This design comes from an exercise in tuning for small area and a short achievable clock period on the open sky130 flow, not from production work. Function was checked by simulation only, so behaviour that the tests miss may differ from the original. Power and IR drop assume default switching activity.

== zinc ==
// conv_top
module conv_top (
    input  logic                     i_Clk,
    input  logic                     i_reset,
    input  conv_types_pkg::column_t  i_column,
    input  logic                     i_f_start,
    input  logic                     i_f_stop,
    input  conv_types_pkg::fm_addr_t i_rd_addr,
    output conv_types_pkg::pixel_t   o_data,
    output logic                     o_valid,
    output logic                     o_fm_full,
    output conv_types_pkg::pixel_t   o_rd_data
);
==> module feature_map_ram, before the edit <==
module feature_map_ram (
    input  logic                     i_Clk,
    input  logic                     i_reset,
    input  logic                     i_clear,
    input  logic                     i_wr_en,
    input  logic                     i_wr_en_next,   
    input  logic                     i_clear_next,   
    input  conv_types_pkg::pixel_t   i_wr_data,
    input  conv_types_pkg::fm_addr_t i_rd_addr,
    output conv_types_pkg::pixel_t   o_rd_data,
    output logic                     o_fm_full
);
    localparam int N    = 417;
    localparam int AW   = 9;
    localparam int CW   = 5;                         
    localparam int COLS = 1 << CW;
    localparam int ROWS = (N + COLS - 1) / COLS;
    conv_types_pkg::pixel_t mem [0:N-1];
    logic [COLS-1:0]        wp_col;                  
    logic [ROWS-1:0]        wp_row;                  
    logic                   full_q, full_d;
    logic                   wr_ok, wr_ok_q;
    assign o_fm_full = full_q;
    assign wr_ok     = wr_ok_q;
    always_comb begin
        full_d = full_q;
        if (i_clear)
            full_d = 1'b0;
        else if (wr_ok)
            full_d = wp_row[(N - 1) / COLS] && wp_col[(N - 1) % COLS];
    end
    always_ff @(posedge i_Clk or negedge i_reset) begin
        if (!i_reset) begin
            wp_col <= COLS'(1);
            wp_row <= ROWS'(1);
        end else if (i_clear) begin
            wp_col <= COLS'(1);
            wp_row <= ROWS'(1);
        end else if (wr_ok) begin
            wp_col <= {wp_col[COLS-2:0], wp_col[COLS-1]};
            if (wp_col[COLS-1])
                wp_row <= {wp_row[ROWS-2:0], 1'b0};
        end
    end
    always_ff @(posedge i_Clk or negedge i_reset) begin
        if (!i_reset) begin
            full_q  <= 1'b0;
            wr_ok_q <= 1'b0;
        end else begin
            full_q  <= full_d;
            wr_ok_q <= i_wr_en_next && !full_d && !i_clear_next;
        end
    end
    logic [COLS-1:0] r_col;
    logic [ROWS-1:0] w_row, r_row;
    always_comb begin
        for (int c = 0; c < COLS; c++)
            r_col[c] = (i_rd_addr[CW-1:0] == CW'(c));
        for (int r = 0; r < ROWS; r++) begin
            w_row[r] = wp_row[r] && wr_ok;
            r_row[r] = (i_rd_addr[AW-1:CW] == (AW - CW)'(r));
        end
    end
    for (genvar i = 0; i < N; i++) begin : g_word
        always_ff @(posedge i_Clk) begin
            if (w_row[i / COLS] && wp_col[i % COLS])
                mem[i] <= i_wr_data;
        end
    end
    conv_types_pkg::pixel_t col_rd [0:COLS-1];
    conv_types_pkg::pixel_t rd_d;
    always_comb begin
        for (int c = 0; c < COLS; c++) begin
            col_rd[c] = '0;
            for (int r = 0; r < ROWS; r++) begin
                if (r * COLS + c < N)
                    col_rd[c] = col_rd[c] | (mem[(r * COLS + c) % N] & {8{r_row[r]}});
            end
        end
        rd_d = '0;
        for (int c = 0; c < COLS; c++)
            rd_d = rd_d | (col_rd[c] & {8{r_col[c]}});
    end
    always_ff @(posedge i_Clk) begin
        o_rd_data <= rd_d;
    end
endmodule
Settings: LEC_CHECK=0, CAP_MARGIN=20, CORE_MARGIN=2, CORE_UTILIZATION=45, CTS_CLUSTER_DIAMETER=80, CTS_CLUSTER_SIZE=25, SETUP_SLACK_MARGIN=2.5, SLEW_MARGIN=60, SYNTH_MEMORY_MAX_BITS=8192; clock period 5.0 ns.
standard.sh (not shown) runs the stock make flow with config.mk's settings and CLKGATE_MAP_FILE= SYNTH_SCRIPT=/design/flow/synth_recipe.tcl, a recipe that flattens the netlist after the stock synthesis.
==> flow/flow/run.sh <==
#!/bin/bash
# Layout flow: the standard ORFS flow (standard.sh, unchanged synthesis),
# with the input and output ports buffered by buf_4 cells instead of the
# resizer's default pick (a slow delay cell), so the port paths start fast.
# The full output of the flow goes to flow_make.log in this folder.
set -euo pipefail
export BUFFER_PORTS_ARGS="-buffer_cell sky130_fd_sc_hd__buf_4"
bash standard.sh finish > flow_make.log 2>&1
--- input diff zinc..pepper ---
--- a/flow/design.v
+++ b/flow/design.v
@@ -197,5 +197,6 @@
     end
     conv_types_pkg::pixel_t col_rd [0:COLS-1];
-    conv_types_pkg::pixel_t rd_d;
+    conv_types_pkg::pixel_t rd_lo_d, rd_hi_d;
+    conv_types_pkg::pixel_t rd_lo_q, rd_hi_q;
     always_comb begin
         for (int c = 0; c < COLS; c++) begin
@@ -206,11 +207,16 @@
             end
         end
-        rd_d = '0;
-        for (int c = 0; c < COLS; c++)
-            rd_d = rd_d | (col_rd[c] & {8{r_col[c]}});
+        rd_lo_d = '0;
+        rd_hi_d = '0;
+        for (int c = 0; c < COLS / 2; c++)
+            rd_lo_d = rd_lo_d | (col_rd[c] & {8{r_col[c]}});
+        for (int c = COLS / 2; c < COLS; c++)
+            rd_hi_d = rd_hi_d | (col_rd[c] & {8{r_col[c]}});
     end
     always_ff @(posedge i_Clk) begin
-        o_rd_data <= rd_d;
-    end
+        rd_lo_q <= rd_lo_d;
+        rd_hi_q <= rd_hi_d;
+    end
+    assign o_rd_data = rd_lo_q | rd_hi_q;
 endmodule
 `timescale 1ns/1ps
==> results.txt <==
- In terms of initial standard-cell utilization of the core, zinc and pepper differ only marginally.
- Changes observed in pepper relative to zinc: placed cell count lost 0.59%, clock insertion delay at the later pin of the skew report neither gained nor lost much, number of antenna violations at the first check in global routing lost 6.5%, met3 routed wirelength lost 0.68%, power attributed to combinational cells picked up an extra about 3%.
- Compared to zinc, the routing of pepper uses less wire.
- The sequential share of layout area on zinc is in line with that on pepper.
- Comparing pepper with zinc, the number of cells produced by synthesis came out essentially unchanged.
- pepper finished end to end and its layout was clean on timing, DRC and antenna.
- The higher final-layout clock buffer total of zinc and pepper is in pepper.
- Taking zinc as the reference, in pepper worst setup slack rose by 94 ps, number of flip-flops and latches stayed essentially flat.

---

RTL: one of the versions met above, not the one the previous note started from.
Size: roughly 7000 cells after synthesis, ~55 I/O pins.
==> module feature_map_ram, before the edit <==
module feature_map_ram (
    input  logic                     i_Clk,
    input  logic                     i_reset,
    input  logic                     i_clear,
    input  logic                     i_wr_en,
    input  logic                     i_wr_en_next,   
    input  logic                     i_clear_next,   
    input  conv_types_pkg::pixel_t   i_wr_data,
    input  conv_types_pkg::fm_addr_t i_rd_addr,
    output conv_types_pkg::pixel_t   o_rd_data,
    output logic                     o_fm_full
);
    localparam int N    = 417;
    localparam int AW   = 9;
    localparam int CW   = 5;                         
    localparam int COLS = 1 << CW;
    localparam int ROWS = (N + COLS - 1) / COLS;
    conv_types_pkg::pixel_t mem [0:N-1];
    logic [COLS-1:0]        wp_col;                  
    logic [ROWS-1:0]        wp_row;                  
    logic                   full_q, full_d;
    logic                   wr_ok, wr_ok_q;
    assign o_fm_full = full_q;
    assign wr_ok     = wr_ok_q;
    always_comb begin
        full_d = full_q;
        if (i_clear)
            full_d = 1'b0;
        else if (wr_ok)
            full_d = wp_row[(N - 1) / COLS] && wp_col[(N - 1) % COLS];
    end
    always_ff @(posedge i_Clk or negedge i_reset) begin
        if (!i_reset) begin
            wp_col <= COLS'(1);
            wp_row <= ROWS'(1);
        end else if (i_clear) begin
            wp_col <= COLS'(1);
            wp_row <= ROWS'(1);
        end else if (wr_ok) begin
            wp_col <= {wp_col[COLS-2:0], wp_col[COLS-1]};
            if (wp_col[COLS-1])
                wp_row <= {wp_row[ROWS-2:0], 1'b0};
        end
    end
    always_ff @(posedge i_Clk or negedge i_reset) begin
        if (!i_reset) begin
            full_q  <= 1'b0;
            wr_ok_q <= 1'b0;
        end else begin
            full_q  <= full_d;
            wr_ok_q <= i_wr_en_next && !full_d && !i_clear_next;
        end
    end
    logic [COLS-1:0] r_col;
    logic [ROWS-1:0] w_row, r_row;
    always_comb begin
        for (int c = 0; c < COLS; c++)
            r_col[c] = (i_rd_addr[CW-1:0] == CW'(c));
        for (int r = 0; r < ROWS; r++) begin
            w_row[r] = wp_row[r] && wr_ok;
            r_row[r] = (i_rd_addr[AW-1:CW] == (AW - CW)'(r));
        end
    end
    for (genvar i = 0; i < N; i++) begin : g_word
        always_ff @(posedge i_Clk) begin
            if (w_row[i / COLS] && wp_col[i % COLS])
                mem[i] <= i_wr_data;
        end
    end
    conv_types_pkg::pixel_t col_rd [0:COLS-1];
    conv_types_pkg::pixel_t rd_lo_d, rd_hi_d;
    conv_types_pkg::pixel_t rd_lo_q, rd_hi_q;
    always_comb begin
        for (int c = 0; c < COLS; c++) begin
            col_rd[c] = '0;
            for (int r = 0; r < ROWS; r++) begin
                if (r * COLS + c < N)
                    col_rd[c] = col_rd[c] | (mem[(r * COLS + c) % N] & {8{r_row[r]}});
            end
        end
        rd_lo_d = '0;
        rd_hi_d = '0;
        for (int c = 0; c < COLS / 2; c++)
            rd_lo_d = rd_lo_d | (col_rd[c] & {8{r_col[c]}});
        for (int c = COLS / 2; c < COLS; c++)
            rd_hi_d = rd_hi_d | (col_rd[c] & {8{r_col[c]}});
    end
    always_ff @(posedge i_Clk) begin
        rd_lo_q <= rd_lo_d;
        rd_hi_q <= rd_hi_d;
    end
    assign o_rd_data = rd_lo_q | rd_hi_q;
endmodule
clock: 5.0 ns
lec_check: 0
cap_margin: 20
core_margin: 2
core_utilization: 45
cts_cluster_diameter: 80
cts_cluster_size: 25
place_density: 0.72
setup_slack_margin: 2.5
slew_margin: 60
synth_memory_max_bits: 8192
run.sh (not shown) runs the stock make flow with config.mk's settings and CLKGATE_MAP_FILE= SYNTH_SCRIPT=/design/flow/synth_recipe.tcl, a recipe that flattens the netlist after the stock synthesis.
Stock flow here: none of the scripts above is used.
The baseline finished clean.
Rerun with:
--- a/flow/design.v
+++ b/flow/design.v
@@ -193,34 +193,28 @@
         always_ff @(posedge i_Clk) begin
             if (w_row[i / COLS] && wp_col[i % COLS])
                 mem[i] <= i_wr_data;
         end
     end
     conv_types_pkg::pixel_t col_rd [0:COLS-1];
-    conv_types_pkg::pixel_t rd_lo_d, rd_hi_d;
-    conv_types_pkg::pixel_t rd_lo_q, rd_hi_q;
+    conv_types_pkg::pixel_t rd_d;
     always_comb begin
         for (int c = 0; c < COLS; c++) begin
             col_rd[c] = '0;
             for (int r = 0; r < ROWS; r++) begin
                 if (r * COLS + c < N)
                     col_rd[c] = col_rd[c] | (mem[(r * COLS + c) % N] & {8{r_row[r]}});
             end
         end
-        rd_lo_d = '0;
-        rd_hi_d = '0;
-        for (int c = 0; c < COLS / 2; c++)
-            rd_lo_d = rd_lo_d | (col_rd[c] & {8{r_col[c]}});
-        for (int c = COLS / 2; c < COLS; c++)
-            rd_hi_d = rd_hi_d | (col_rd[c] & {8{r_col[c]}});
+        rd_d = '0;
+        for (int c = 0; c < COLS; c++)
+            rd_d = rd_d | (col_rd[c] & {8{r_col[c]}});
     end
     always_ff @(posedge i_Clk) begin
-        rd_lo_q <= rd_lo_d;
-        rd_hi_q <= rd_hi_d;
-    end
-    assign o_rd_data = rd_lo_q | rd_hi_q;
+        o_rd_data <= rd_d;
+    end
 endmodule
 `timescale 1ns/1ps
 module conv_top (
     input  logic                     i_Clk,
     input  logic                     i_reset,
     input  conv_types_pkg::column_t  i_column,
After rerunning: Power falls by about 0.7%; global-route usage increases by 0.46 points; die area is about the same; wire length went up by about 0.5%; first-iteration DRC count climbs by about 13%; worst setup slack got worse by 0.32 ns; area after synthesis is about the same; via count hardly moves.

==> static timing again, ports no longer ideal <==
The flow's constraints put no driver on any port. The routed layouts listed below were extracted and timed again, unchanged, in two steps.
Step 1 (the two cells are an assumption about what drives the block):
set clk [get_ports {i_Clk}]
set_driving_cell -lib_cell sky130_fd_sc_hd__clkbuf_16 $clk
set_driving_cell -lib_cell sky130_fd_sc_hd__buf_2 [delete_from_list [all_inputs] $clk]
Step 2 moves the port delays by t, midway between the first and last clock arrival at a register: inputs arrive t later, outputs are due t later. That takes back most of the time a late clock gives input paths.
Three values: ideal ports, drivers, drivers and shift; two values: the first two.
run	t (ns)	setup slack, ns	clock arrival spread, ns	worst register clock-pin slew, ns	worst slew at a driven data input, ns
zinc	0.976	1.879 / 1.775 / 0.799	0.056 / 0.056	0.10 / 0.10	0.25
pepper	0.960	1.973 / 1.892 / 0.932	0.068 / 0.068	0.11 / 0.11	0.25
the first run of note 2	0.971	1.956 / 1.868 / 0.898	0.092 / 0.091	0.11 / 0.11	0.23
the second run of note 2	0.962	1.634 / 1.685 / 0.723	0.053 / 0.054	0.10 / 0.10	0.06
After both steps every run listed still meets setup and hold. For zinc, which loses most, drivers alone change the setup slack by -0.104 ns; drivers and shift together by -1.080 ns.
